What follows belongs to an exercise in optimizing a design on an open flow for small area; a production flow would make more cautious choices. At most, simulation tests tie the RTL to the original design; equivalence was not proved. No functional check of the RTL was part of run 7. The flow treats the clock pin as an ideal source, which a real chip does not have.

==> flow/design.v, too long to show whole: its modules and the start of the top module <==
// module fa: 9 lines
// module ha: 8 lines
// module booth_encoder: 17 lines
// module pp_generator: 29 lines
// module reduction_tree: 1204 lines
// module half_select: 22 lines
// module final_adder: 36 lines
// module booth_mul: 107 lines
module booth_mul (
  input  logic                     Clk,
  input  logic                     Reset,
  input  logic                     start,
  input  logic [1:0]               op,
  input  logic [mul_pkg::XLEN-1:0] a,
  input  logic [mul_pkg::XLEN-1:0] b,
  input  logic [mul_pkg::RD_W-1:0] rd,
  output logic                     done,
  output logic [mul_pkg::RD_W-1:0] rd_out,
  output logic [mul_pkg::XLEN-1:0] result
);
  // ...
==> flow/flow/run.sh <==
#!/bin/bash
# Own layout flow: the standard flow (standard.sh) with four changes.
#  1. After the standard synthesis, polfix.py removes inverters between full
#     adders by reading some adders as working on complemented values (a full
#     adder is self-dual); the logic function and the registers are unchanged.
#  2. Ports are buffered with buf_1 instead of the default buffer cell.
#  3. Clock tree synthesis uses clusters of up to 25 registers within 100 um
#     and no dummy loads.
#  4. After clock tree synthesis, skew.tcl delays the clock of the stage-1
#     registers (x1, y1, gg1, gp1: between the multiplier tree and the final
#     adder) by a chain of two clock buffers per leaf net (at most
#     12 registers per chain). Both their input and output
#     paths are register-to-register paths inside the design.
# Each tool's output goes to a log file of its own in this folder.
set -euo pipefail
W=$(pwd)
F=$W/flow
R=$W/orfs/results/${FLOW_PLATFORM}/booth_mul/base
LIB=$FLOW_HOME/platforms/$FLOW_PLATFORM/lib/sky130_fd_sc_hd__tt_025C_1v80.lib
export BUFFER_PORTS_ARGS="-buffer_cell sky130_fd_sc_hd__buf_1"
export CTS_ARGS="-sink_clustering_enable -repair_clock_nets -sink_clustering_size 25 -sink_clustering_max_diameter 100 -dont_use_dummy_load"

bash standard.sh synth > $W/log_1_synth.log 2>&1
cp $R/1_2_yosys.v $W/standard_synth.v
python3 $F/polfix.py $W/standard_synth.v $R/1_2_yosys.v > $W/log_2_polfix.log 2>&1
rm -f $R/1_synth.odb $R/1_synth.sdc
bash standard.sh cts > $W/log_3_floorplan_place_cts.log 2>&1
cp $R/4_cts.odb $W/cts_before_skew.odb
SKEW_MAX=12 SKEW_DB=$W/cts_before_skew.odb SKEW_LIB=$LIB SKEW_BUF="sky130_fd_sc_hd__clkbuf_2 sky130_fd_sc_hd__clkbuf_8" \
  SKEW_REGEXP='^(x1|y1|gg1|gp1)[^A-Za-z0-9_]' SKEW_OUT=$R/4_cts.odb \
  openroad -no_init -exit $F/skew.tcl > $W/log_4_skew.log 2>&1
bash standard.sh finish > $W/log_5_route_finish.log 2>&1
==> flow/flow/polfix.py <==
#!/usr/bin/env python3
"""Inverter clean-up of a flat sky130hd netlist written by Yosys.

A full adder is self-dual: FA(~a, ~b, ~c) = ~FA(a, b, c) on both outputs.
Each fa cell may therefore be read as working on complemented values,
which moves inverters from its inputs to its outputs or back. This picks,
per fa cell, the reading that needs the fewest inverters, and rewrites the
netlist with one shared inverter per signal that still needs its
complement. xor2/xnor2 drivers whose every load wants the complement are
swapped for the other cell instead. The logic function is unchanged.

usage: polfix.py IN.v OUT.v
"""
import re
import sys
import random

INV_RE = re.compile(r"^sky130_fd_sc_hd__(inv|clkinv)_\d+$")
FA_RE = re.compile(r"^sky130_fd_sc_hd__fa_\d+$")
OUT_PINS = {"X", "Y", "Q", "Q_N", "SUM", "COUT", "HI", "LO"}
SWAP = {  # cell -> (complement cell, output pin map)
    "sky130_fd_sc_hd__xor2_1": ("sky130_fd_sc_hd__xnor2_1", {"X": "Y"}),
    "sky130_fd_sc_hd__xnor2_1": ("sky130_fd_sc_hd__xor2_1", {"Y": "X"}),
}
INV_COST = 3.7536

src = open(sys.argv[1]).read()
m = re.search(r"^module\s+(\w+)", src, re.M)
head_end = src.index(";", m.end()) + 1
body = src[head_end:src.rindex("endmodule")]

cell_re = re.compile(r"^\s*(sky130_fd_sc_hd__\w+)\s+(\S+)\s*\((.*?)\);\s*$", re.M | re.S)
pin_re = re.compile(r"\.(\w+)\(\s*([^()]*?)\s*\)")
cells = []
for mm in cell_re.finditer(body):
    typ, name, pins = mm.group(1), mm.group(2), mm.group(3)
    cells.append([typ, name, [(p, n) for p, n in pin_re.findall(pins)]])
rest = cell_re.sub("", body)

drv = {}
for ci, (typ, name, pins) in enumerate(cells):
    for p, n in pins:
        if p in OUT_PINS:
            drv[n] = (ci, p)

def is_inv(ci):
    return INV_RE.match(cells[ci][0]) is not None

def root(net):
    """(root net, parity) through inverter chains."""
    k = 0
    while net in drv and is_inv(drv[net][0]):
        ci = drv[net][0]
        net = dict(cells[ci][2])["A"]
        k ^= 1
    return net, k

fa_idx = {ci: i for i, ci in enumerate(ci for ci in range(len(cells)) if FA_RE.match(cells[ci][0]))}

# loads: every input pin of every non-inverter cell, and nets used outside cells
loads = {}  # root -> list of (cell index or -1, pin, parity)
for ci, (typ, name, pins) in enumerate(cells):
    if is_inv(ci):
        continue
    for p, n in pins:
        if p in OUT_PINS or n == "":
            continue
        r, k = root(n)
        loads.setdefault(r, []).append((ci, p, k))
# nets referenced in assigns / other text (ports etc.)
other_refs = set(re.findall(r"[\\\w\.\[\]$]+", "\n".join(l for l in rest.splitlines() if l.strip().startswith("assign"))))
inv_outs = {n for n, (ci, p) in drv.items() if is_inv(ci)}
ext = {}
for n in inv_outs:
    if n in other_refs or re.sub(r"\[.*", "", n) in other_refs:
        r, k = root(n)
        ext.setdefault(r, []).append(k)

roots = set(loads) | set(ext)
def rdrv(r):
    return drv.get(r, (None, None))

# per fa: roots it touches
touch = {i: set() for i in fa_idx.values()}
for r in roots:
    d, _ = rdrv(r)
    if d is not None and d in fa_idx:
        touch[fa_idx[d]].add(r)
    for ci, p, k in loads.get(r, []):
        if ci in fa_idx:
            touch[fa_idx[ci]].add(r)

f = [0] * len(fa_idx)

def need(r):
    """set of needed physical polarities (0 = as is, 1 = complement)."""
    d, _ = rdrv(r)
    fd = f[fa_idx[d]] if d is not None and d in fa_idx else 0
    s = set()
    for ci, p, k in loads.get(r, []):
        fc = f[fa_idx[ci]] if ci in fa_idx else 0
        s.add(fd ^ k ^ fc)
    for k in ext.get(r, []):
        s.add(fd ^ k)
    return s

def cost(r):
    s = need(r)
    if 1 not in s:
        return 0.0
    d, _ = rdrv(r)
    if s == {1} and d is not None and cells[d][0] in SWAP and r not in other_refs:
        return 0.0
    return INV_COST

before = sum(cost(r) for r in roots)
import math
random.seed(1)
n = len(f)
cur = before
best = cur
bestf = f[:]
T0, T1, sweeps = 4.0, 0.05, 400
for sw in range(sweeps):
    T = T0 * (T1 / T0) ** (sw / (sweeps - 1))
    for _ in range(n):
        i = random.randrange(n)
        c0 = sum(cost(r) for r in touch[i])
        f[i] ^= 1
        c1 = sum(cost(r) for r in touch[i])
        dlt = c1 - c0
        if dlt <= 0 or random.random() < math.exp(-dlt / T):
            cur += dlt
            if cur < best - 1e-9:
                best = cur
                bestf = f[:]
        else:
            f[i] ^= 1
f[:] = bestf
# final greedy polish
for it in range(10):
    changed = 0
    for i in range(n):
        c0 = sum(cost(r) for r in touch[i])
        f[i] ^= 1
        c1 = sum(cost(r) for r in touch[i])
        if c1 < c0 - 1e-9:
            changed += 1
        else:
            f[i] ^= 1
    if not changed:
        break
after = sum(cost(r) for r in roots)
print(f"fa cells {len(f)}, flipped {sum(f)}, inverter area {before:.1f} -> {after:.1f}", file=sys.stderr)

# rewrite
out_cells = []
newinv = {}
ninv = 0
def comp(r):
    global ninv
    if r not in newinv:
        newinv[r] = f"_polinv{ninv}_"
        ninv += 1
    return newinv[r]

swapped = set()
for r in roots:
    s = need(r)
    d, _ = rdrv(r)
    if s == {1} and d is not None and cells[d][0] in SWAP and r not in other_refs:
        swapped.add(r)

keep_inv_out = {}
for ci, (typ, name, pins) in enumerate(cells):
    if is_inv(ci):
        continue
    newpins = []
    for p, n in pins:
        if p in OUT_PINS:
            if n in swapped:
                p = SWAP[typ][1][p]
            newpins.append((p, n))
            continue
        if n == "":
            newpins.append((p, n))
            continue
        r, k = root(n)
        d, _ = rdrv(r)
        fd = f[fa_idx[d]] if d is not None and d in fa_idx else 0
        fc = f[fa_idx[ci]] if ci in fa_idx else 0
        pol = fd ^ k ^ fc
        if r in swapped:
            pol ^= 1
        newpins.append((p, comp(r) if pol else r))
    if any(n in swapped for p, n in pins if p in OUT_PINS):
        typ = SWAP[typ][0]
    out_cells.append((typ, name, newpins))

# nets used outside cells that an inverter drove: keep them driven
extra = []
for n in inv_outs:
    if n in other_refs or re.sub(r"\[.*", "", n) in other_refs:
        r, k = root(n)
        d, _ = rdrv(r)
        fd = f[fa_idx[d]] if d is not None and d in fa_idx else 0
        pol = fd ^ k
        if r in swapped:
            pol ^= 1
        if pol:
            extra.append(("sky130_fd_sc_hd__inv_1", f"_polext_{len(extra)}_", [("A", r), ("Y", n)]))
        else:
            extra.append(("sky130_fd_sc_hd__buf_1", f"_polext_{len(extra)}_", [("A", r), ("X", n)]))
for r, nm in newinv.items():
    extra.append(("sky130_fd_sc_hd__inv_1", nm.replace("_polinv", "_polinvc"), [("A", r), ("Y", nm)]))

lines = [src[:head_end]]
lines.append(rest.rstrip() + "\n")
for w in newinv.values():
    lines.append(f"  wire {w};\n")  # plain names
for typ, name, pins in out_cells + extra:
    pl = ",\n".join(f"    .{p}({n}{' ' if n.startswith(chr(92)) else ''})" for p, n in pins)
    lines.append(f"  {typ} {name} (\n{pl}\n  );\n")
lines.append("endmodule\n")
open(sys.argv[2], "w").write("".join(lines))
print(f"inverters: {sum(1 for c in range(len(cells)) if is_inv(c))} -> {sum(1 for e in extra if 'inv' in e[0])}, swapped {len(swapped)}", file=sys.stderr)
==> flow/flow/skew.tcl <==
# Delays the clock of the registers whose names match SKEW_REGEXP by a chain of buffers per
# clock-tree leaf net, after clock tree synthesis.
set db_file $::env(SKEW_DB)
read_db $db_file
read_liberty $::env(SKEW_LIB)
set block [ord::get_db_block]
# SKEW_BUF lists the buffers of the chain, first to last
set masters {}
foreach b $::env(SKEW_BUF) { lappend masters [[ord::get_db] findMaster $b] }
array set groups {}
foreach inst [$block getInsts] {
  set name [$inst getName]
  foreach pat [list $::env(SKEW_REGEXP)] {
    if {[regexp $pat $name]} {
      set it [$inst findITerm CLK]
      if {$it eq "NULL" || $it eq ""} { continue }
      set net [$it getNet]
      lappend groups([$net getName]) $it
      break
    }
  }
}
# split a leaf's registers into chunks of at most SKEW_MAX, ordered by x
proc inst_x {it} { set b [[$it getInst] getBBox]; return [$b xMin] }
set chunks {}
foreach netname [lsort [array names groups]] {
  set its [lsort -command {apply {{p q} { expr {[inst_x $p] - [inst_x $q]} }}} $groups($netname)]
  set n [llength $its]
  set k [expr {($n + $::env(SKEW_MAX) - 1) / $::env(SKEW_MAX)}]
  set per [expr {($n + $k - 1) / $k}]
  for {set s 0} {$s < $n} {incr s $per} {
    lappend chunks [list $netname [lrange $its $s [expr {$s + $per - 1}]]]
  }
}
set i 0
foreach chunk $chunks {
  lassign $chunk netname its
  set net [$block findNet $netname]
  set sx 0; set sy 0
  foreach it $its {
    set b [[$it getInst] getBBox]
    set sx [expr {$sx + ([$b xMin] + [$b xMax]) / 2}]
    set sy [expr {$sy + ([$b yMin] + [$b yMax]) / 2}]
  }
  set n [llength $its]
  set x [expr {$sx / $n}]
  set y [expr {$sy / $n}]
  set k 0
  set in $net
  foreach master $masters {
    set buf [odb::dbInst_create $block $master "skew_buf_${i}_$k"]
    set nn [odb::dbNet_create $block "skew_clk_${i}_$k"]
    $nn setSigType CLOCK
    [$buf findITerm A] connect $in
    [$buf findITerm X] connect $nn
    $buf setLocation $x $y
    $buf setPlacementStatus PLACED
    set in $nn
    incr k
  }
  foreach it $its {
    $it disconnect
    $it connect $nn
  }
  puts "skew: $netname -> $n registers"
  incr i
}
global_connect
detailed_placement
check_placement -verbose
write_db $::env(SKEW_OUT)
==> flow/standard.sh <==
#!/bin/bash
# synth_recipe.tcl (not shown) runs the flow's synth.tcl, then flattens the netlist and writes it again
# the make line also repeats each setting of config.mk as NAME=value (left out here)
make -C /OpenROAD-flow-scripts/flow DESIGN_CONFIG=/design/flow/config.mk WORK_HOME=/design/flow/orfs CLKGATE_MAP_FILE= SYNTH_SCRIPT=/design/flow/synth_recipe.tcl "${@:-finish}"
==> flow/config.mk <==
export PLATFORM = sky130hd
export DESIGN_NAME = booth_mul
export DESIGN_NICKNAME = booth_mul
export VERILOG_FILES = /design/flow/design.v
export SDC_FILE = /design/flow/constraint.sdc
export NUM_CORES = 4
export LEC_CHECK = 0
export ABC_AREA = 1
export CAP_MARGIN = 20
export CORE_MARGIN = 2
export CORE_UTILIZATION = 40
export GPL_ROUTABILITY_DRIVEN = 0
export PLACE_DENSITY = 0.75
export SLEW_MARGIN = 20
==> flow/constraint.sdc <==
create_clock -name core_clock -period 4.5 [get_ports {Clk}]
set_input_delay 0.9000 -clock core_clock [delete_from_list [all_inputs] [get_ports {Clk}]]
set_output_delay 0.9000 -clock core_clock [all_outputs]
set_load 0.01 [all_outputs]
==> summary.txt, run 1 <==
STATUS
----------------------------------------------------------------------------------
Status                                                                finished clean

SETUP PATH
----------------------------------------------------------------------------------
Critical Path Source                                                     one0_n[9]
Cell-by-cell trace of the critical path                               buf_4 > o22ai_1 > xor2_1 > fa_1 > fa_1 > fa_1 > fa_1 > fa_1 > fa_1 > o21ai_0
Delay-heaviest family, CP                                              adder cells

DIE
----------------------------------------------------------------------------------
Core outline area                                                        75700 um2
DIE AREA                                                                 78400 um2

HOLD PATH
----------------------------------------------------------------------------------
Worst hold endpoint                                                          r3[1]
Hold path start                                                              r2[1]

STA
----------------------------------------------------------------------------------
Max transition margin                                                        0.382
Top achievable clock speed                                               0.231 GHz
RSZ-0062 raised after global routing                                            no

FINAL LAYOUT
----------------------------------------------------------------------------------
Final Non-Filler Cells                                                        4133
Comb_multi_in                                                                 2181
Area of the multi-input gates                                            21500 um2
Share of final-layout standard cells stronger than drive strength 1          0.127
Inserted Diodes                                                                  2
Most common cell after layout, fill and taps aside                         o22ai_1
Number of fillers in the final layout                                         6924

CLOCKING
----------------------------------------------------------------------------------
Insertion delay of the later-clocked pin in the worst-skew pair            0.83 ns
Total CTS buffers                                                               24

RUN
----------------------------------------------------------------------------------
Reported max-cap violation count                                                 0

GLOBAL ROUTE
----------------------------------------------------------------------------------
Grt ovf                                                                          0

SYNTH
----------------------------------------------------------------------------------
Synthesized netlist cell count                                                3072

DRT
----------------------------------------------------------------------------------
Highest signal layer in the routed design                                     met5
Met3 routed wirelength                                                     13.2 mm
Total routed wire length on the met1 layer                                 35.9 mm

==> inputs of run 2 (changes only) <==
--- a/flow/config.mk
+++ b/flow/config.mk
@@ -9,6 +9,5 @@
 export CAP_MARGIN = 20
 export CORE_MARGIN = 2
 export CORE_UTILIZATION = 40
-export GPL_ROUTABILITY_DRIVEN = 0
-export PLACE_DENSITY = 0.75
+export PLACE_DENSITY = 0.85
 export SLEW_MARGIN = 20
==> summary.txt, run 2 <==
DIE
----------------------------------------------------------------------------------------------------
Core outline area                                                                          75700 um2   unchanged
DIE AREA                                                                                   78400 um2   unchanged
Effective utilization at floorplan                                                             0.402
Total number of placement rows                                                                   101
Chip width                                                                                    280 um
# IOs                                                                                            112
Die height                                                                                    280 um

PLACED DESIGN
----------------------------------------------------------------------------------------------------
Final estimated routing congestion in global placement                                         0.996
Number of placed instances with taps included                                                   4097
HPWL after detailed placement                                                                79.0 mm
Number of port buffers                                                                           111
DP Area                                                                                    33300 um2

SETUP PATH
----------------------------------------------------------------------------------------------------
Max FO, Critical Path                                                                             11
Startpoint type of the worst setup path                                                         flop
Slowest-stage cell, CP                                                                          fa_1
Worst endpoint required time                                                                 5.16 ns
Critical Path Most Common Cell                                                                  fa_1
R2r startpoint                                                                              a0_n[20]
Start-to-end type of the worst setup path                                                 reg -> reg
Largest stage delay, worst path                                                              0.59 ns
Critical Path Source                                                                        a0_n[20]
Endpoint arrival time on the critical path                                                   5.00 ns
Number of cell instances on the worst register-to-register path                                   11
Crit path capture type                                                                          flop
Cell-by-cell trace of the critical path                                                 buf_12 > buf_4 > o22ai_1 > xor2_1 > fa_1 > fa_1 > fa_1 > fa_1 > fa_1 > fa_1 > mux2i_1

STA
----------------------------------------------------------------------------------------------------
Slew at the pin closest to its max-slew limit                                                1.01 ns
Top achievable clock speed                                                                 0.230 GHz   -0.25%
Min Clock Period, post-route                                                                 4.34 ns
Max transition margin                                                                          0.328   -0.0532
Final setup violation count                                                                        0
Final period utilization                                                                       0.964
Post-Route Skew                                                                             0.330 ns
Final hold violation count                                                                         0
Final number of max-transition violations                                                          0

HOLD PATH
----------------------------------------------------------------------------------------------------
Kind of path behind the tightest hold check                                               reg -> reg
Min-Delay Path Depth                                                                               0
Hold path start                                                                               r2[24]

GLOBAL ROUTE
----------------------------------------------------------------------------------------------------
Initial antenna violation count                                                                    7
Global-route wire length before repair                                                        156 mm
Maximum number of pins on one net before global-route repair                                      60
All-Layer GR Usage                                                                             0.263
Grt ovf                                                                                            0   unchanged
Via count of the first global-routing pass                                                     25.7k

DRT
----------------------------------------------------------------------------------------------------
Vias after detailed routing                                                                    24.6k
Initial DRC count                                                                               2948
Drt drc                                                                                            0
Number of vias per cell                                                                         5.93
DRT Pass-1 Iters                                                                                   6
Final Routed Wirelength                                                                       103 mm
Number of nets with antenna violations after detailed routing                                      0
Average wire per cell in the routed design                                                   24.7 um

FINAL LAYOUT
----------------------------------------------------------------------------------------------------
Most common cell after layout, fill and taps aside                                           o22ai_1
Signed area change from the synthesized netlist to the final layout                            12.4%
Share of final-layout standard cells stronger than drive strength 1                            0.135   +0.00864
Most frequent cells in the layout                                                       o22ai_1 (510), xor2_1 (452), fa_1 (451)
Final Non-Filler Cells                                                                          4146   +0.31%
Total number of nets in the final design                                                        3803
Area of the multi-input gates                                                              21600 um2   +0.26%
Number of fillers in the final layout                                                           6947   +0.33%
Area of all sequential standard cells                                                       6770 um2
Area of all placed cells without fillers                                                   34200 um2

CLOCKING
----------------------------------------------------------------------------------------------------
Clock-pin slew reported for the worst setup and hold paths after clock tree synthesis        0.10 ns
Cell chosen for the clock root                                                             clkbuf_16
Maximum root-to-sink buffer count                                                                  3
Hold buffer count at CTS                                                                           0
Clock tree sinks                                                                                 327
Total CTS buffers                                                                                 23   -4.2%
CTS tree                                                                                        done
CTS H-tree lvls                                                                                    1
Insertion delay of the later-clocked pin in the worst-skew pair                              0.84 ns   about the same

SYNTH
----------------------------------------------------------------------------------------------------
Mapped cell area                                                                           30500 um2
Post-Synthesis Net Count                                                                        3707
Synth Warn #                                                                                       2
Synthesized netlist cell count                                                                  3072   unchanged
Mean instance size in the synthesized netlist                                               9.92 um2

RUN
----------------------------------------------------------------------------------------------------
Reported max-cap violation count                                                                   0   unchanged

STATUS
----------------------------------------------------------------------------------------------------
Status                                                                                  finished clean

[run 2: worst paths after layout]
| check | endpoint | slack [ns] |
|---|---|---|
| max in group asynchronous | result[15] | 3.46 |
| min in group asynchronous | rd_out[2] | 0.44 |
| hold / removal | r3[24] | 0.30 |
| hold reg to reg | r3[24] | 0.30 |
| setup reg to reg | y1[4] | 0.16 |
| setup / recovery | y1[4] | 0.16 |
[run 2: layout make-up]
type	count	share of cell area
antenna	2	0.000146
buffer	24	0.00658
clock buffer	23	0.0168
inverter	233	0.0256
multi-input combinational	2181	0.630
sequential	327	0.198
tap	978	0.0357
timing repair buffer	378	0.0875
[run 2: repair_timing]
item,in CTS,in global routing
setup endpoints to repair,22,3
buffers inserted,0,0
pin swaps,21,9
gates resized for setup,41,14
[run 2: per-layer routing]
metal	vias to the layer above	GRT usage	wire, um
met1	11951	0.334	37600
met3	453	0.0620	12500
met5	-	0	0
li1	10340	-	-
met2	1848	0.401	44100
met4	0	0.169	8350
[run 2: metrics by stage]
step                      hold slack [ns]  utilization  setup WS, ns   TNS, ns
after CTS                           0.323        0.449       -0.0160   -0.0160
after detailed placement            0.312        0.439        -0.260     -1.81
after floorplan                     0.310            -       -0.0305   -0.0305
after global placement              0.310        0.439        -0.256     -1.25
after global routing                0.284        0.452      -0.00674  -0.00674
final                               0.296        0.452         0.160         0
[run 2: critical path, delay by kind of cell (launching register included)]
kind            cells  cell delay (ns)
compound gates      1             0.36
buf+inv             2             0.33
flops               1             0.35
xor+xnor            1             0.16
fa+ha+maj           6             3.17
mux                 1             0.07
==> inputs of run 3 (changes only) <==
--- a/flow/config.mk
+++ b/flow/config.mk
@@ -9,5 +9,5 @@
 export CAP_MARGIN = 20
 export CORE_MARGIN = 2
 export CORE_UTILIZATION = 40
-export PLACE_DENSITY = 0.85
+export GPL_TIMING_DRIVEN = 0
 export SLEW_MARGIN = 20
==> summary.txt, run 3 <==
STA
----------------------------------------------------------------------------------------------------
Final setup violation count                                                                        2   +2
Setup TNS after final layout                                                              -0.0990 ns   -0.0990 ns
Minimum setup slack in the final design                                                   -0.0884 ns   -0.248 ns
RSZ-0062 raised after global routing                                                             yes
Post-Route Skew                                                                             0.309 ns   -0.0214 ns
Max transition margin                                                                          0.197   -0.132
Final hold violation count                                                                         0   unchanged
Final number of max-transition violations                                                          0   unchanged
Min Clock Period, post-route                                                                 4.59 ns   +0.248 ns
Slew at the pin closest to its max-slew limit                                                1.21 ns   +0.199 ns
Top achievable clock speed                                                                 0.218 GHz   -5.4%
Final period utilization                                                                        1.02   +0.0552

SYNTH
----------------------------------------------------------------------------------------------------
Post-Synthesis Net Count                                                                        3707   unchanged
Mean instance size in the synthesized netlist                                               9.92 um2   unchanged
Synthesized netlist cell count                                                                  3072   unchanged
Synth Warn #                                                                                       2   unchanged
Mapped cell area                                                                           30500 um2   unchanged

DRT
----------------------------------------------------------------------------------------------------
Drt drc                                                                                            0   unchanged
Vias after detailed routing                                                                    26.8k   +9.0%
DRT Pass-1 Iters                                                                                  10   +4
Initial DRC count                                                                               4067   +38%
Final Routed Wirelength                                                                       172 mm   +68%
Number of vias per cell                                                                         6.36   +7.3%
Number of nets with antenna violations after detailed routing                                      0   unchanged
Average wire per cell in the routed design                                                   40.9 um   +66%

FINAL LAYOUT
----------------------------------------------------------------------------------------------------
Most frequent cells in the layout                                                       o22ai_1 (480), xor2_1 (421), fa_1 (406)
Most common cell after layout, fill and taps aside                                           o22ai_1
Total number of nets in the final design                                                        3863   +1.6%
Share of final-layout standard cells stronger than drive strength 1                            0.205   +0.0700
Number of fillers in the final layout                                                           7266   +4.6%
Final Non-Filler Cells                                                                          4211   +1.6%
Signed area change from the synthesized netlist to the final layout                            18.4%

GLOBAL ROUTE
----------------------------------------------------------------------------------------------------
Global-route met1 utilization                                                                  0.541   +0.207
Maximum number of pins on one net before global-route repair                                      35   -42%
Met2 usage in global routing                                                                   0.622   +0.221
Met3 Use GR                                                                                    0.172   +0.110
Initial antenna violation count                                                                   11   +4
Via count of the first global-routing pass                                                     26.3k   +2.5%
All-Layer GR Usage                                                                             0.437   +0.174
Global-route wire length before repair                                                        228 mm   +46%
Grt ovf                                                                                            0   unchanged
Busiest layer in global routing                                                                 met2

STATUS
----------------------------------------------------------------------------------------------------
Status                                                                                  complete, but fails checks
Layout check failures                                                                   setup timing

PLACED DESIGN
----------------------------------------------------------------------------------------------------
HPWL after detailed placement                                                                 133 mm   +68%
Number of port buffers                                                                           111   unchanged
Number of placed instances with taps included                                                   4165   +1.7%
Final estimated routing congestion in global placement                                          1.06   +6.8%

SETUP PATH
----------------------------------------------------------------------------------------------------
Endpoint arrival time on the critical path                                                   5.26 ns   +0.26 ns
Max FO, Critical Path                                                                             10   -1
Worst endpoint required time                                                                 5.17 ns   about the same
Flop2flop setup slack                                                                       -0.09 ns   -0.25 ns
Crit path capture type                                                                          flop
Start-to-end type of the worst setup path                                                 reg -> reg
Startpoint type of the worst setup path                                                         flop
Number of cell instances on the worst register-to-register path                                   14   +3

CLOCKING
----------------------------------------------------------------------------------------------------
Clock tree sinks                                                                                 327   unchanged
Cell chosen for the clock root                                                             clkbuf_16
Total CTS buffers                                                                                 18   -22%
CTS tree                                                                                        done
CTS H-tree lvls                                                                                    1   unchanged
Insertion delay of the later-clocked pin in the worst-skew pair                              0.83 ns   about the same
Maximum root-to-sink buffer count                                                                  3   unchanged
Hold buffer count at CTS                                                                           0   unchanged
Clock-pin slew reported for the worst setup and hold paths after clock tree synthesis        0.09 ns   about the same

DIE
----------------------------------------------------------------------------------------------------
Total number of placement rows                                                                   101   unchanged
Core outline area                                                                          75700 um2   unchanged
Effective utilization at floorplan                                                             0.402   unchanged
Die height                                                                                    280 um   unchanged
# IOs                                                                                            112   unchanged
DIE AREA                                                                                   78400 um2   unchanged
Chip width                                                                                    280 um   unchanged

HOLD PATH
----------------------------------------------------------------------------------------------------
Kind of path behind the tightest hold check                                              in -> async

RUN
----------------------------------------------------------------------------------------------------
Reported max-cap violation count                                                                   0   unchanged

-- run 3: final timing paths --
path	startpoint	end
min in group core_clock	rd2[2]	rd3[2]
setup reg to reg	a0_n[30]	gg1[7]
hold reg to reg	rd2[2]	rd3[2]
setup / recovery	a0_n[30]	gg1[7]
max in group asynchronous	Reset	v[1]
hold / removal	Reset	result[30]
-- run 3: worst max-delay path, cell delays in order, from the launching register on --
cell	delay, ns
dfxtp_4	0.46
clkbuf_16	0.24
o22ai_2	0.14
xor2_2	0.18
fa_1	0.61
fa_1	0.45
fa_1	0.49
fa_2	0.36
fa_1	0.48
fa_2	0.72
inv_4	0.09
o22ai_2	0.18
inv_2	0.06
a31oi_1	0.14
o31ai_1	0.09
-- run 3: area by class of cell --
cell class | count | area, um2 | area share
clock buffers | 18 | 450 | 0.0125
flip-flops and latches | 327 | 6950 | 0.193
plain buffers | 285 | 3240 | 0.0897
diodes | 7 | 17.5 | 0.000486
multi-input cells | 2181 | 22200 | 0.616
inverters | 233 | 915 | 0.0254
repair buffers | 182 | 1040 | 0.0289
well taps | 978 | 1220 | 0.0339
-- run 3: timing repair --
| action | in CTS | in global routing |
|---|---|---|
| setup endpoints to repair | 76 | 3 |
| endpoints found under the hold margin | 0 | 0 |
| setup buffers | 53 | 14 |
| pin swaps | 76 | 12 |
| gates resized for setup | 818 | 35 |
-- run 3: metrics by stage --
step / setup WS (ns) / utilization / hold WS, ns / instance area (um2)
after CTS: -0.178 / 0.471 / 0.222 / 35600
after global routing: -0.0926 / 0.476 / 0.242 / 36000
final: -0.0884 / 0.476 / 0.224 / 36100
after detailed placement: -1.68 / 0.426 / 0.312 / 32200
after floorplan: -0.0305 / - / 0.310 / 30500
after global placement: -1.94 / 0.425 / 0.310 / 32100
-- run 3: metal layers --
metal | vias up | routed length (um)
met2 | 2217 | 69300
met3 | 623 | 23600
met4 | 14 | 15500
li1 | 10449 | -
met1 | 13500 | 63700
met5 | - | 287
==> inputs of run 4 (changes only) <==
--- a/flow/config.mk
+++ b/flow/config.mk
@@ -9,5 +9,4 @@
 export CAP_MARGIN = 20
 export CORE_MARGIN = 2
 export CORE_UTILIZATION = 40
-export GPL_TIMING_DRIVEN = 0
 export SLEW_MARGIN = 20
==> summary.txt, run 4 <==
STATUS
----------------------------------------------------------------------------------------------------
Status                                                                                  finished clean

SETUP PATH
----------------------------------------------------------------------------------------------------
Slowest-stage cell, CP                                                                          fa_1
Largest stage delay, worst path                                                              0.56 ns   -0.16 ns
Crit path capture type                                                                          flop
Cell-by-cell trace of the critical path                                                 buf_4 > buf_6 > buf_8 > o22ai_1 > xor2_1 > fa_1 > fa_1 > fa_1 > fa_1 > fa_1 > fa_1 > o21ai_0
R2r startpoint                                                                              a0_n[23]
Startpoint type of the worst setup path                                                         flop
Critical Path Most Common Cell                                                                  fa_1
Critical Path Source                                                                        a0_n[23]
Worst endpoint required time                                                                 5.17 ns   about the same
Max FO, Critical Path                                                                             18   +8
Start-to-end type of the worst setup path                                                 reg -> reg
Endpoint arrival time on the critical path                                                   5.00 ns   -0.26 ns

STA
----------------------------------------------------------------------------------------------------
Slew at the pin closest to its max-slew limit                                               0.929 ns   -0.276 ns
Final hold violation count                                                                         0   unchanged
Min Clock Period, post-route                                                                 4.33 ns   -0.254 ns
Minimum setup slack in the final design                                                     0.166 ns   +0.254 ns
RSZ-0062 raised after global routing                                                             yes
Final period utilization                                                                       0.963   -0.0565
Post-Route Skew                                                                             0.288 ns   -0.0206 ns
Final number of max-transition violations                                                          0   unchanged
Top achievable clock speed                                                                 0.231 GHz   +5.9%
WHS                                                                                         0.304 ns   +0.0795 ns
Final setup violation count                                                                        0   -2
Max transition margin                                                                          0.381   +0.184

PLACED DESIGN
----------------------------------------------------------------------------------------------------
HPWL after detailed placement                                                                78.3 mm   -41%
Number of port buffers                                                                           111   unchanged
Post-placement worst setup slack                                                           -0.141 ns   +1.54 ns
Final estimated routing congestion in global placement                                          1.02   -4.5%

DRT
----------------------------------------------------------------------------------------------------
Initial DRC count                                                                               2727   -33%
Drt drc                                                                                            0   unchanged
Number of nets with antenna violations after detailed routing                                      0   unchanged
Number of vias per cell                                                                         5.68   -11%
DRT Pass-1 Iters                                                                                   6   -4
Average wire per cell in the routed design                                                   24.3 um   -41%
Final Routed Wirelength                                                                       101 mm   -42%
Vias after detailed routing                                                                    23.5k   -12%

CLOCKING
----------------------------------------------------------------------------------------------------
CTS H-tree lvls                                                                                    1   unchanged
Maximum root-to-sink buffer count                                                                  3   unchanged
Hold buffer count at CTS                                                                           0   unchanged
Insertion delay of the later-clocked pin in the worst-skew pair                              0.80 ns   -0.03 ns
Buffers inserted during post-CTS setup optimization                                                0   -100%
Total CTS buffers                                                                                 21   +3
CTS tree                                                                                        done
Cell chosen for the clock root                                                             clkbuf_16
Clock tree sinks                                                                                 327   unchanged
Clock-pin slew reported for the worst setup and hold paths after clock tree synthesis        0.11 ns   +0.02 ns

GLOBAL ROUTE
----------------------------------------------------------------------------------------------------
Global-route wire length before repair                                                        152 mm   -33%
Initial antenna violation count                                                                    6   -5
Via count of the first global-routing pass                                                     23.9k   -9.3%
Grt ovf                                                                                            0   unchanged
All-Layer GR Usage                                                                             0.258   -0.178
Maximum number of pins on one net before global-route repair                                      45   +29%

FINAL LAYOUT
----------------------------------------------------------------------------------------------------
Final Util                                                                                     0.451   -0.0251
Area of the multi-input gates                                                              21600 um2   -2.7%
Area of all sequential standard cells                                                       6770 um2   -2.6%
Number of fillers in the final layout                                                           7155   -1.5%
Most frequent cells in the layout                                                       o22ai_1 (508), xor2_1 (450), fa_1 (449)
Signed area change from the synthesized netlist to the final layout                            12.2%
Most common cell after layout, fill and taps aside                                           o22ai_1
Share of final-layout standard cells stronger than drive strength 1                            0.136   -0.0688
Total number of nets in the final design                                                        3797   -1.7%

HOLD PATH
----------------------------------------------------------------------------------------------------
Hold path start                                                                                r3[3]
Kind of path behind the tightest hold check                                               reg -> reg

DIE
----------------------------------------------------------------------------------------------------
Die height                                                                                    280 um   unchanged
Core outline area                                                                          75700 um2   unchanged
Total number of placement rows                                                                   101   unchanged
# IOs                                                                                            112   unchanged
DIE AREA                                                                                   78400 um2   unchanged
Effective utilization at floorplan                                                             0.402   unchanged
Chip width                                                                                    280 um   unchanged

SYNTH
----------------------------------------------------------------------------------------------------
Synth Warn #                                                                                       2   unchanged
Mean instance size in the synthesized netlist                                               9.92 um2   unchanged
Mapped cell area                                                                           30500 um2   unchanged
Synthesized netlist cell count                                                                  3072   unchanged
Post-Synthesis Net Count                                                                        3707   unchanged

RUN
----------------------------------------------------------------------------------------------------
Reported max-cap violation count                                                                   0   unchanged

## run 4: final cells by class
| cell class | instances | share of cell area |
|---|---|---|
| tap | 978 | 0.0358 |
| timing repair buffer | 372 | 0.0847 |
| sequential | 327 | 0.198 |
| buffer | 26 | 0.00714 |
| inverter | 233 | 0.0256 |
| multi-input combinational | 2181 | 0.633 |
| antenna | 1 | 0.0000732 |
| clock buffer | 21 | 0.0154 |
## run 4: stage by stage
stage	area (um2)	TNS, ns	instances
2_1_floorplan	30500	-0.0305	3072
3_3_place_gp	33200	-0.620	4091
3_5_place_dp	33200	-0.732	4091
4_1_cts	33900	0	4112
5_1_grt	34200	-0.0283	4139
6_report	34200	0	4139
## run 4: metal layers
layer	part of all wire	track usage
met5	0	0
met4	0.060	0.129
met3	0.098	0.0453
met2	0.45	0.406
met1	0.39	0.344
## run 4: timing repair
action,CTS,global route
pin swaps,26,6
gates resized for setup,38,9
endpoints found under the setup margin,17,2
hold endpoints to repair,0,0
## run 4: worst max-delay path: cells and delay by family, from the launching register on
| kind | cells | cell delay [ns] |
|---|---|---|
| fa+ha+maj | 6 | 3.04 |
| buf+inv | 3 | 0.57 |
| flops | 1 | 0.39 |
| compound gates | 2 | 0.21 |
| xor+xnor | 1 | 0.19 |
## run 4: final timing paths
kind | end | slack [ns] | cells past startpoint
max | y1[9] | 0.17 | 12
min reg2reg | r4[3] | 0.30 | 0
min | r4[3] | 0.30 | 0
min in group asynchronous | result[29] | 0.49 | 2
max reg2reg | y1[9] | 0.17 | 12
max in group asynchronous | result[10] | 3.38 | 2
==> inputs of run 5 (changes only) <==
--- a/flow/flow/run.sh
+++ b/flow/flow/run.sh
@@ -18,6 +18,7 @@
 R=$W/orfs/results/${FLOW_PLATFORM}/booth_mul/base
 LIB=$FLOW_HOME/platforms/$FLOW_PLATFORM/lib/sky130_fd_sc_hd__tt_025C_1v80.lib
 export BUFFER_PORTS_ARGS="-buffer_cell sky130_fd_sc_hd__buf_1"
+export GPL_KEEP_OVERFLOW=0
 export CTS_ARGS="-sink_clustering_enable -repair_clock_nets -sink_clustering_size 25 -sink_clustering_max_diameter 100 -dont_use_dummy_load"
 
 bash standard.sh synth > $W/log_1_synth.log 2>&1
==> summary.txt, run 5 <==
DIE
----------------------------------------------------------------------------------------------------
Chip width                                                                                    280 um   unchanged
DIE AREA                                                                                   78400 um2   unchanged
Core outline area                                                                          75700 um2   unchanged
Total number of placement rows                                                                   101   unchanged
Effective utilization at floorplan                                                             0.402   unchanged
Die height                                                                                    280 um   unchanged
# IOs                                                                                            112   unchanged

STA
----------------------------------------------------------------------------------------------------
Setup TNS after final layout                                                                    0 ns   unchanged
RSZ-0062 raised after global routing                                                              no
Final number of max-transition violations                                                          0   unchanged
WHS                                                                                         0.225 ns   -0.0781 ns
Min Clock Period, post-route                                                                 4.37 ns   +0.0312 ns
Final setup violation count                                                                        0   unchanged
Max transition margin                                                                          0.397   +0.0163
Top achievable clock speed                                                                 0.229 GHz   -0.71%
Final period utilization                                                                       0.970   +0.00694
Final hold violation count                                                                         0   unchanged
Post-Route Skew                                                                             0.311 ns   +0.0228 ns
Slew at the pin closest to its max-slew limit                                               0.905 ns   -0.0245 ns

CLOCKING
----------------------------------------------------------------------------------------------------
CTS H-tree lvls                                                                                    1   unchanged
Insertion delay of the later-clocked pin in the worst-skew pair                              0.83 ns   +0.03 ns
CTS tree                                                                                        done
Maximum root-to-sink buffer count                                                                  3   unchanged
Clock-pin slew reported for the worst setup and hold paths after clock tree synthesis        0.09 ns   -0.02 ns
Total CTS buffers                                                                                 22   +4.8%
Cell chosen for the clock root                                                             clkbuf_16
Hold buffer count at CTS                                                                           0   unchanged
Clock tree sinks                                                                                 327   unchanged

SETUP PATH
----------------------------------------------------------------------------------------------------
Crit path capture type                                                                          flop
R2r startpoint                                                                             two0_n[9]
Max FO, Critical Path                                                                             22   +4
Start-to-end type of the worst setup path                                                 reg -> reg
Number of cell instances on the worst register-to-register path                                   15   +3
Reg-to-reg endpoint                                                                           gg1[7]
Flop2flop setup slack                                                                        0.13 ns   -0.03 ns
Endpoint arrival time on the critical path                                                   5.04 ns   +0.04 ns
Worst endpoint required time                                                                 5.17 ns   about the same
Startpoint type of the worst setup path                                                         flop

FINAL LAYOUT
----------------------------------------------------------------------------------------------------
Most common cell after layout, fill and taps aside                                           o22ai_1
Share of final-layout standard cells stronger than drive strength 1                            0.115   -0.0211
Inserted Diodes                                                                                    0   -1
Area of all placed cells without fillers                                                   33700 um2   -1.4%
Total number of nets in the final design                                                        3647   -4.0%
Most frequent cells in the layout                                                       o22ai_1 (514), fa_1 (461), xor2_1 (454)
Signed area change from the synthesized netlist to the final layout                            10.7%
Final Util                                                                                     0.445   -0.00612

DRT
----------------------------------------------------------------------------------------------------
Total routed wire length on the met1 layer                                                   39.8 mm   about the same
Met3 routed wirelength                                                                       12.4 mm   +25%
DRT Pass-1 Iters                                                                                   6   unchanged
Highest signal layer in the routed design                                                       met5
Drt drc                                                                                            0   unchanged
Final Routed Wirelength                                                                       103 mm   +2.6%
Vias after detailed routing                                                                    23.4k   -0.39%
Number of vias per cell                                                                         5.87   +3.4%
Average wire per cell in the routed design                                                   25.9 um   +6.5%
Met2 wire len                                                                                44.7 mm   -0.77%
Initial DRC count                                                                               2566   -5.9%
Number of nets with antenna violations after detailed routing                                      0   unchanged

RUN
----------------------------------------------------------------------------------------------------
Reported max-cap violation count                                                                   0   unchanged

SYNTH
----------------------------------------------------------------------------------------------------
Mean instance size in the synthesized netlist                                               9.92 um2   unchanged
Post-Synthesis Net Count                                                                        3707   unchanged
Mapped cell area                                                                           30500 um2   unchanged
Synthesized netlist cell count                                                                  3072   unchanged
Synth Warn #                                                                                       2   unchanged

GLOBAL ROUTE
----------------------------------------------------------------------------------------------------
Maximum number of pins on one net before global-route repair                                      55   +22%
Global-route wire length before repair                                                        156 mm   +2.2%
All-Layer GR Usage                                                                             0.265   +0.00697
Initial antenna violation count                                                                    1   -5
Grt ovf                                                                                            0   unchanged
Via count of the first global-routing pass                                                     24.1k   +1.1%

HOLD PATH
----------------------------------------------------------------------------------------------------
Kind of path behind the tightest hold check                                              in -> async

STATUS
----------------------------------------------------------------------------------------------------
Status                                                                                  finished clean

PLACED DESIGN
----------------------------------------------------------------------------------------------------
HPWL after detailed placement                                                                75.3 mm   -3.9%
Number of port buffers                                                                           111   unchanged
DP Area                                                                                    32300 um2   -3.0%
Final estimated routing congestion in global placement                                         0.940   -7.5%

run 5: changes by cell type in the layout (fill, tap and decap cells not counted), moves of 8 or more:
cell and change:
buf_6 +8, dfxtp_2 +29, dfxtp_4 +46, buf_4 -185, buf_16 +27, inv_1 -15, fa_1 +12, dfxtp_1 -75
fa_2 -12
run 5: how the worst max path moves through the flow:
stage,start,end,slack [ns]
2_1_floorplan,a0_n[26],gg1[7],-0.03
3_5_place_dp,neg0[0],gg1[7],-1.33
5_1_grt,a0_n[28],gg1[7],0.002
3_3_place_gp,neg0[1],gg1[7],-1.62
6_report,two0_n[9],gg1[7],0.13
4_1_cts,a0_n[22],gg1[7],-0.04
run 5: what timing repair did:
item	CTS	global route
pin swaps	5	2
gates cloned	2	0
setup endpoints to repair	74	10
hold endpoints to repair	0	0
gates resized for setup	83	2
setup buffers	50	0
run 5: metrics by stage:
step                      instances  setup slack (ns)
final                          3988             0.135
after global routing           3988           0.00226
after CTS                      3964           -0.0404
after detailed placement       3890             -1.33
after global placement         3830             -1.62
after floorplan                3072           -0.0305
run 5: worst max-delay path, cell delays in order (launching register included):
cell	delay (ns)
dfxtp_2	0.62
buf_16	0.23
o22ai_1	0.10
xor2_1	0.16
ha_1	0.31
inv_1	0.09
fa_1	0.44
fa_1	0.52
fa_2	0.42
fa_1	0.52
fa_1	0.55
inv_1	0.07
o22ai_1	0.17
inv_1	0.07
a31oi_1	0.13
o31ai_1	0.08
run 5: cell type report:
cell class,count,area (um2)
fill,7171,42000
multi-input combinational,2181,21500
sequential,327,6980
timing repair buffer,221,2290
tap,978,1220
inverter,233,902
clock buffer,22,551
buffer,24,225
timing repair inverter,2,15.0
run 5: layer usage:
metal / up-vias / GRT usage
met2: 1450 / 0.403
met4: 2 / 0.142
met3: 353 / 0.0842
met5: - / 0
li1: 10042 / -
met1: 11567 / 0.337
==> inputs of run 6 (changes only) <==
--- a/flow/config.mk
+++ b/flow/config.mk
@@ -6,7 +6,7 @@
 export NUM_CORES = 4
 export LEC_CHECK = 0
 export ABC_AREA = 1
-export CAP_MARGIN = 20
+export CAP_MARGIN = 0
 export CORE_MARGIN = 2
 export CORE_UTILIZATION = 40
-export SLEW_MARGIN = 20
+export SLEW_MARGIN = 0
==> summary.txt, run 6 <==
STATUS
----------------------------------------------------------------------------------------------------
Status                                                                                  finished clean

STA
----------------------------------------------------------------------------------------------------
Final period utilization                                                                       0.977   +0.00708
Final hold violation count                                                                         0   unchanged
Final number of max-transition violations                                                          0   unchanged
Post-Route Skew                                                                             0.299 ns   -0.0124 ns
Min Clock Period, post-route                                                                 4.40 ns   +0.0318 ns
RSZ-0062 raised after global routing                                                              no
Slew at the pin closest to its max-slew limit                                                1.25 ns   +0.345 ns
Final setup violation count                                                                        0   unchanged
Max transition margin                                                                          0.166   -0.231
Minimum setup slack in the final design                                                     0.103 ns   -0.0318 ns
Top achievable clock speed                                                                 0.227 GHz   -0.72%

CLOCKING
----------------------------------------------------------------------------------------------------
Total CTS buffers                                                                                 23   +4.5%
Hold buffer count at CTS                                                                           0   unchanged
CTS H-tree lvls                                                                                    1   unchanged
Insertion delay of the later-clocked pin in the worst-skew pair                              0.83 ns   about the same
CTS tree                                                                                        done
Maximum root-to-sink buffer count                                                                  3   unchanged
Clock-pin slew reported for the worst setup and hold paths after clock tree synthesis        0.09 ns   about the same
Cell chosen for the clock root                                                             clkbuf_16
Clock tree sinks                                                                                 327   unchanged

FINAL LAYOUT
----------------------------------------------------------------------------------------------------
Area of all placed cells without fillers                                                   33500 um2   -0.74%
Signed area change from the synthesized netlist to the final layout                            9.83%
Number of fillers in the final layout                                                           7195   +0.33%
Area of the multi-input gates                                                              21600 um2   +0.24%
Share of final-layout standard cells stronger than drive strength 1                            0.124   +0.00898
Total number of nets in the final design                                                        3671   +0.66%
Most common cell after layout, fill and taps aside                                           o22ai_1
Most frequent cells in the layout                                                       o22ai_1 (511), fa_1 (460), xor2_1 (452)
Area of all sequential standard cells                                                       7040 um2   +0.91%

DRT
----------------------------------------------------------------------------------------------------
Average wire per cell in the routed design                                                   26.5 um   +2.4%
Final Routed Wirelength                                                                       107 mm   +3.0%
Number of vias per cell                                                                         5.91   +0.71%
Vias after detailed routing                                                                    23.7k   +1.3%
Initial DRC count                                                                               2655   +3.5%
Number of nets with antenna violations after detailed routing                                      0   unchanged
DRT Pass-1 Iters                                                                                   5   -1
Drt drc                                                                                            0   unchanged

SETUP PATH
----------------------------------------------------------------------------------------------------
Flop2flop setup slack                                                                        0.10 ns   -0.03 ns
Number of cell instances on the worst register-to-register path                                    9   -6
Max FO, Critical Path                                                                             24   +9.1%
Startpoint type of the worst setup path                                                         flop
Start-to-end type of the worst setup path                                                 reg -> reg
R2r startpoint                                                                               neg0[6]
Endpoint arrival time on the critical path                                                   5.07 ns   +0.03 ns
Crit path capture type                                                                          flop
Reg-to-reg endpoint                                                                            x1[1]
Worst endpoint required time                                                                 5.17 ns   about the same

DIE
----------------------------------------------------------------------------------------------------
Die height                                                                                    280 um   unchanged
Total number of placement rows                                                                   101   unchanged
DIE AREA                                                                                   78400 um2   unchanged
# IOs                                                                                            112   unchanged
Core outline area                                                                          75700 um2   unchanged
Effective utilization at floorplan                                                             0.402   unchanged
Chip width                                                                                    280 um   unchanged

GLOBAL ROUTE
----------------------------------------------------------------------------------------------------
Global-route wire length before repair                                                        157 mm   +0.85%
Grt ovf                                                                                            0   unchanged
All-Layer GR Usage                                                                             0.268   +0.00250
Via count of the first global-routing pass                                                     23.9k   -1.1%
Initial antenna violation count                                                                    1   unchanged
Maximum number of pins on one net before global-route repair                                      89   +62%

PLACED DESIGN
----------------------------------------------------------------------------------------------------
DP Area                                                                                    31100 um2   -3.7%
HPWL after detailed placement                                                                69.3 mm   -7.9%
Final estimated routing congestion in global placement                                         0.940   unchanged
Number of port buffers                                                                           111   unchanged
Post-placement worst setup slack                                                            -1.64 ns   -0.307 ns

HOLD PATH
----------------------------------------------------------------------------------------------------
Kind of path behind the tightest hold check                                              in -> async

SYNTH
----------------------------------------------------------------------------------------------------
Mapped cell area                                                                           30500 um2   unchanged
Synth Warn #                                                                                       2   unchanged
Synthesized netlist cell count                                                                  3072   unchanged
Post-Synthesis Net Count                                                                        3707   unchanged
Mean instance size in the synthesized netlist                                               9.92 um2   unchanged

RUN
----------------------------------------------------------------------------------------------------
Reported max-cap violation count                                                                   0   unchanged

## run 6: cell types whose count changed in the layout (fill, tap and decap cells not counted), sizes merged
cell	before	now
buf	221	241
clkinvlp	4	10
inv	231	228
clkbuf	46	47
diode	0	1
## run 6: area by class of cell
cell class,instances,area share
Clock buffer,23,0.0172
Inverter,233,0.0277
Multi-Input combinational cell,2181,0.645
Buffer,24,0.00673
Timing Repair Buffer,241,0.0553
Antenna cell,1,0.0000748
Timing Repair inverter,5,0.00112
Sequential cell,327,0.211
Tap cell,978,0.0366
## run 6: stage by stage
step | hold slack [ns] | TNS [ns] | cells | util
final | 0.203 | 0 | 4013 | 0.442
after global routing | 0.205 | 0 | 4012 | 0.442
after CTS | 0.173 | -0.0509 | 3952 | 0.433
after detailed placement | 0.312 | -71.70 | 3841 | 0.410
after global placement | 0.311 | -90.60 | 3830 | 0.407
after floorplan | 0.310 | -0.0305 | 3072 | -
## run 6: worst max-delay path, stage by stage, from the launching register on
cell,delay [ns]
dfxtp_4,0.58
inv_4,0.31
xor2_1,0.26
fa_1,0.50
fa_1,0.52
fa_1,0.54
fa_1,0.46
fa_1,0.52
fa_1,0.44
mux2i_2,0.35
## run 6: what timing repair did
action | in CTS | in global routing
pin swaps | 2 | 12
endpoints found under the setup margin | 75 | 13
setup buffers | 83 | 36
gates cloned | 5 | 0
resized for setup | 129 | 15
## run 6: worst max path at each step
stage,startpoint,depth (start not counted),end,slack [ns]
global placement,neg0[1],13,gg1[7],-1.62
global route,neg0[0],15,gg1[7],0.005
floorplan,a0_n[26],15,gg1[7],-0.03
detailed placement,neg0[1],13,gg1[7],-1.64
CTS,neg0[0],14,gg1[7],-0.05
finish,neg0[6],9,x1[1],0.10
## run 6: per-layer routing
metal	wire length (um)	vias to the layer above	part of all wire	track usage
li1	-	10115	-	-
met2	45800	1505	0.43	0.407
met5	13	-	0.00012	0
met3	12700	391	0.12	0.0757
met4	7250	2	0.068	0.143
met1	40800	11715	0.38	0.346
==> module booth_mul, before the edit <==
module booth_mul (
  input  logic                     Clk,
  input  logic                     Reset,
  input  logic                     start,
  input  logic [1:0]               op,
  input  logic [mul_pkg::XLEN-1:0] a,
  input  logic [mul_pkg::XLEN-1:0] b,
  input  logic [mul_pkg::RD_W-1:0] rd,
  output logic                     done,
  output logic [mul_pkg::RD_W-1:0] rd_out,
  output logic [mul_pkg::XLEN-1:0] result
);
  localparam int XLEN   = mul_pkg::XLEN;
  localparam int RD_W   = mul_pkg::RD_W;
  localparam int DIGITS = mul_pkg::DIGITS;
  logic [4:0] v;
  always_ff @(posedge Clk or posedge Reset) begin
    if (Reset) begin
      v <= '0;
    end else begin
      v <= {v[3:0], start};
    end
  end
  logic [DIGITS-1:0] one_in;
  logic [DIGITS-1:0] two_in;
  logic [DIGITS-1:0] neg_in;
  booth_encoder u_enc (.b (b), .one (one_in), .two (two_in), .neg (neg_in));
  logic              hi0;    
  logic              sa0_n;  
  logic              u0;     
  logic [RD_W-1:0]   rd0;
  logic [XLEN-1:0]   a0_n;
  logic [DIGITS-1:0] one0_n;
  logic [DIGITS-1:0] two0_n;
  logic [DIGITS-1:0] neg0;
  always_ff @(posedge Clk) begin
    hi0    <= op[0];
    sa0_n  <= ~(~op[1] & a[XLEN-1]);
    u0     <= op[1] & b[XLEN-1];
    rd0    <= rd;
    a0_n   <= ~a;
    one0_n <= ~one_in;
    two0_n <= ~two_in;
    neg0   <= neg_in;
  end
  logic [DIGITS*mul_pkg::PP_W-1:0] pp;
  logic [XLEN-1:0]                 corr;
  logic [mul_pkg::PROD_W-1:0]      cs_sum;
  logic [mul_pkg::PROD_W-1:0]      cs_carry;
  logic [XLEN-1:0]                 x0;
  logic [XLEN-1:0]                 y0;
  logic [7:0]                      gg0;
  logic [7:0]                      gp0;
  pp_generator u_pp (
    .a (~a0_n), .sa (~sa0_n), .u (u0),
    .one (~one0_n), .two (~two0_n), .neg (neg0),
    .pp (pp), .corr (corr)
  );
  reduction_tree u_tree (
    .pp (pp), .neg (neg0), .corr (corr), .sum (cs_sum), .carry (cs_carry)
  );
  half_select u_sel (
    .hi (hi0), .sum (cs_sum), .carry (cs_carry), .x (x0), .y (y0),
    .grp_g (gg0), .grp_p (gp0)
  );
  logic            hi1;
  logic [RD_W-1:0] rd1;
  logic [XLEN-1:0] x1;
  logic [XLEN-1:0] y1;
  logic [7:0]      gg1;
  logic [7:0]      gp1;
  always_ff @(posedge Clk) begin
    hi1 <= hi0;
    rd1 <= rd0;
    x1  <= x0;
    y1  <= y0;
    gg1 <= gg0;
    gp1 <= gp0;
  end
  logic [XLEN-1:0] r1;
  final_adder u_add (
    .hi (hi1), .x (x1), .y (y1), .grp_g (gg1), .grp_p (gp1), .result (r1)
  );
  logic [RD_W-1:0] rd2, rd3, rd4;
  logic [XLEN-1:0] r2, r3, r4;
  always_ff @(posedge Clk) begin
    rd2 <= rd1;
    r2  <= r1;
    rd3 <= rd2;
    r3  <= r2;
    rd4 <= rd3;
    r4  <= r3;
  end
  always_ff @(posedge Clk or posedge Reset) begin
    if (Reset) begin
      done   <= 1'b0;
      rd_out <= '0;
      result <= '0;
    end else begin
      done <= v[4];
      if (v[4]) begin
        rd_out <= rd4;
        result <= r4;
      end
    end
  end
endmodule
==> inputs of run 7 (changes only) <==
--- a/flow/design.v
+++ b/flow/design.v
@@ -1370,7 +1370,7 @@
   logic [XLEN-1:0]   a0_n;
   logic [DIGITS-1:0] one0_n;
   logic [DIGITS-1:0] two0_n;
-  logic [DIGITS-1:0] neg0;
+  logic [DIGITS-1:0] neg0_n;
   always_ff @(posedge Clk) begin
     hi0    <= op[0];
     sa0_n  <= ~(~op[1] & a[XLEN-1]);
@@ -1379,7 +1379,7 @@
     a0_n   <= ~a;
     one0_n <= ~one_in;
     two0_n <= ~two_in;
-    neg0   <= neg_in;
+    neg0_n <= ~neg_in;
   end
   logic [DIGITS*mul_pkg::PP_W-1:0] pp;
   logic [XLEN-1:0]                 corr;
@@ -1391,11 +1391,11 @@
   logic [7:0]                      gp0;
   pp_generator u_pp (
     .a (~a0_n), .sa (~sa0_n), .u (u0),
-    .one (~one0_n), .two (~two0_n), .neg (neg0),
+    .one (~one0_n), .two (~two0_n), .neg (~neg0_n),
     .pp (pp), .corr (corr)
   );
   reduction_tree u_tree (
-    .pp (pp), .neg (neg0), .corr (corr), .sum (cs_sum), .carry (cs_carry)
+    .pp (pp), .neg (~neg0_n), .corr (corr), .sum (cs_sum), .carry (cs_carry)
   );
   half_select u_sel (
     .hi (hi0), .sum (cs_sum), .carry (cs_carry), .x (x0), .y (y0),
--- a/flow/flow/run.sh
+++ b/flow/flow/run.sh
@@ -18,7 +18,6 @@
 R=$W/orfs/results/${FLOW_PLATFORM}/booth_mul/base
 LIB=$FLOW_HOME/platforms/$FLOW_PLATFORM/lib/sky130_fd_sc_hd__tt_025C_1v80.lib
 export BUFFER_PORTS_ARGS="-buffer_cell sky130_fd_sc_hd__buf_1"
-export GPL_KEEP_OVERFLOW=0
 export CTS_ARGS="-sink_clustering_enable -repair_clock_nets -sink_clustering_size 25 -sink_clustering_max_diameter 100 -dont_use_dummy_load"
 
 bash standard.sh synth > $W/log_1_synth.log 2>&1
--- a/flow/config.mk
+++ b/flow/config.mk
@@ -6,7 +6,7 @@
 export NUM_CORES = 4
 export LEC_CHECK = 0
 export ABC_AREA = 1
-export CAP_MARGIN = 0
+export CAP_MARGIN = 20
 export CORE_MARGIN = 2
 export CORE_UTILIZATION = 40
-export SLEW_MARGIN = 0
+export SLEW_MARGIN = 20
==> summary.txt, run 7 <==
STA
----------------------------------------------------------------------------------------------------
RSZ-0062 raised after global routing                                                              no
Slew at the pin closest to its max-slew limit                                               0.880 ns   -0.369 ns
Setup TNS after final layout                                                                    0 ns   unchanged
Min Clock Period, post-route                                                                 4.31 ns   -0.0872 ns
Final number of max-transition violations                                                          0   unchanged
Max transition margin                                                                          0.413   +0.247
Post-Route Skew                                                                             0.317 ns   +0.0180 ns
Final hold violation count                                                                         0   unchanged
Minimum setup slack in the final design                                                     0.190 ns   +0.0872 ns
Final period utilization                                                                       0.958   -0.0194
WHS                                                                                         0.278 ns   +0.0743 ns
Final setup violation count                                                                        0   unchanged
Top achievable clock speed                                                                 0.232 GHz   +2.0%

SETUP PATH
----------------------------------------------------------------------------------------------------
Flop2flop setup slack                                                                        0.19 ns   +0.09 ns
Startpoint type of the worst setup path                                                         flop
Crit path capture type                                                                          flop
Number of cell instances on the worst register-to-register path                                   11   +2
Max FO, Critical Path                                                                              5   -79%
Worst endpoint required time                                                                 5.13 ns   -0.04 ns
Endpoint arrival time on the critical path                                                   4.94 ns   -0.13 ns
Start-to-end type of the worst setup path                                                 reg -> reg
R2r startpoint                                                                                 sa0_n
Reg-to-reg endpoint                                                                            y1[6]

SYNTH
----------------------------------------------------------------------------------------------------
Mean instance size in the synthesized netlist                                               9.91 um2   about the same
Post-Synthesis Net Count                                                                        3716   +0.24%
Synthesized netlist cell count                                                                  3081   +0.29%
Synth Warn #                                                                                       2   unchanged
Mapped cell area                                                                           30500 um2   +0.19%

FINAL LAYOUT
----------------------------------------------------------------------------------------------------
Final Util                                                                                     0.450   +0.00818
Total number of nets in the final design                                                        3794   +3.4%
Area of the multi-input gates                                                              21600 um2   +0.20%
Area of all sequential standard cells                                                       6770 um2   -3.9%
Most common cell after layout, fill and taps aside                                           o22ai_1
Signed area change from the synthesized netlist to the final layout                            11.6%
Number of fillers in the final layout                                                           7214   +0.26%
Most frequent cells in the layout                                                       o22ai_1 (515), fa_1 (459), xor2_1 (391)
Inserted Diodes                                                                                    0   -1
Share of final-layout standard cells stronger than drive strength 1                            0.130   +0.00529

DRT
----------------------------------------------------------------------------------------------------
DRT Pass-1 Iters                                                                                   5   unchanged
Number of vias per cell                                                                         5.69   -3.8%
Average wire per cell in the routed design                                                   24.1 um   -9.1%
Vias after detailed routing                                                                    23.5k   -0.89%
Number of nets with antenna violations after detailed routing                                      0   unchanged
Initial DRC count                                                                               2451   -7.7%
Final Routed Wirelength                                                                      99.8 mm   -6.3%
Drt drc                                                                                            0   unchanged

GLOBAL ROUTE
----------------------------------------------------------------------------------------------------
Via count of the first global-routing pass                                                     23.6k   -1.0%
All-Layer GR Usage                                                                             0.256   -0.0122
Maximum number of pins on one net before global-route repair                                      44   -51%
Initial antenna violation count                                                                    7   +6
Grt ovf                                                                                            0   unchanged
Global-route wire length before repair                                                        151 mm   -4.0%

DIE
----------------------------------------------------------------------------------------------------
Effective utilization at floorplan                                                             0.403   +0.000777
Core outline area                                                                          75700 um2   unchanged
Chip width                                                                                    280 um   about the same
# IOs                                                                                            112   unchanged
DIE AREA                                                                                   78500 um2   +0.19%
Die height                                                                                    280 um   about the same
Total number of placement rows                                                                   101   unchanged

CLOCKING
----------------------------------------------------------------------------------------------------
CTS H-tree lvls                                                                                    1   unchanged
Clock-pin slew reported for the worst setup and hold paths after clock tree synthesis        0.09 ns   about the same
Cell chosen for the clock root                                                             clkbuf_16
Hold buffer count at CTS                                                                           0   unchanged
Insertion delay of the later-clocked pin in the worst-skew pair                              0.81 ns   -0.02 ns
CTS tree                                                                                        done
Buffers inserted during post-CTS setup optimization                                                0   -100%
Clock tree sinks                                                                                 327   unchanged
Maximum root-to-sink buffer count                                                                  3   unchanged
Total CTS buffers                                                                                 22   -4.3%

PLACED DESIGN
----------------------------------------------------------------------------------------------------
Final estimated routing congestion in global placement                                         0.965   +2.7%
Number of port buffers                                                                           111   unchanged
HPWL after detailed placement                                                                78.3 mm   +13%
Post-placement worst setup slack                                                          -0.0905 ns   +1.55 ns

HOLD PATH
----------------------------------------------------------------------------------------------------
Kind of path behind the tightest hold check                                               reg -> reg
Worst hold endpoint                                                                           rd1[0]
Hold path start                                                                               rd0[0]
Min-Delay Path Depth                                                                               0

STATUS
----------------------------------------------------------------------------------------------------
Status                                                                                  finished clean

RUN
----------------------------------------------------------------------------------------------------
Reported max-cap violation count                                                                   0   unchanged

==> run 7: worst max-delay path by stage <==
stage	start	endpoint	slack [ns]
final	sa0_n	y1[6]	0.19
after floorplan	a0_n[27]	gg1[7]	-0.02
after global routing	one0_n[2]	gg1[7]	0.004
after global placement	a0_n[28]	gg1[7]	-0.08
after detailed placement	sa0_n	y1[6]	-0.09
after CTS	sa0_n	y1[4]	0.007
==> run 7: cell type report <==
| type | count | share of cell area |
|---|---|---|
| inverters | 228 | 0.0251 |
| well taps | 978 | 0.0359 |
| multi-input cells | 2194 | 0.634 |
| clock buffers | 22 | 0.0162 |
| repair buffers | 364 | 0.0838 |
| plain buffers | 22 | 0.00606 |
| flip-flops and latches | 327 | 0.199 |
==> run 7: critical path, stage by stage (launching register included) <==
cell and delay (ns):
dfxtp_1 0.33, buf_12 0.14, buf_4 0.15, a21oi_1 0.22, xor2_2 0.29, fa_1 0.49
fa_1 0.49, fa_1 0.53, fa_1 0.47, fa_1 0.53, fa_2 0.67, o21ai_0 0.11
==> run 7: metrics by stage <==
step / std cells / instance area, um2
4_1_cts: 4112 / 33800
3_3_place_gp: 4090 / 33300
2_1_floorplan: 3081 / 30600
3_5_place_dp: 4090 / 33300
6_report: 4135 / 34100
5_1_grt: 4135 / 34100
==> run 7: what timing repair did <==
item	CTS	global route
pin swaps	3	0
endpoints found under the setup margin	5	1
resized for setup	8	1
==> run 7: per-layer routing <==
metal	vias to the layer above	global-route usage	part of all wire
met5	-	0	0.00013
met4	2	0.122	0.062
met3	307	0.0569	0.10
met2	1323	0.398	0.44
met1	11562	0.338	0.40
li1	10323	-	-

-- separate check: timing with driven ports --
The results above use ideal ports. As a check the final layouts listed here were re-extracted and re-timed, cells and wires unchanged.
Step 1, drivers: a clkbuf_16 drives Clk and a buf_2 each remaining input, both assumed.
Step 2, shift: input delay + t, output delay - t, t = (earliest + latest rising clock arrival at the registers) / 2. This alone moves slack from input paths to output paths.
a / b / c = no drivers / after step 1 / after step 2; a / b = the first two.
run | shift t [ns] | slack for setup (ns) | latest minus earliest clock arrival (ns) | worst register clock-pin slew, ns
run 1 | 0.734 | 0.171 / 0.171 / 0.171 | 0.312 / 0.313 | 0.09 / 0.09
run 2 | 0.741 | 0.160 / 0.160 / 0.160 | 0.331 / 0.330 | 0.10 / 0.10
run 3 | 0.744 | -0.088 / -0.088 / -0.088 | 0.309 / 0.310 | 0.10 / 0.10
run 4 | 0.718 | 0.166 / 0.166 / 0.166 | 0.299 / 0.299 | 0.11 / 0.11
run 5 | 0.736 | 0.135 / 0.135 / 0.135 | 0.312 / 0.311 | 0.09 / 0.09
run 6 | 0.746 | 0.103 / 0.103 / 0.103 | 0.298 / 0.299 | 0.09 / 0.09
run 7 | 0.717 | 0.190 / 0.190 / 0.190 | 0.317 / 0.317 | 0.10 / 0.10
In 5 of these runs the clock reaches the registers at very different times; t lies between them, and the last value is a rough guide only.
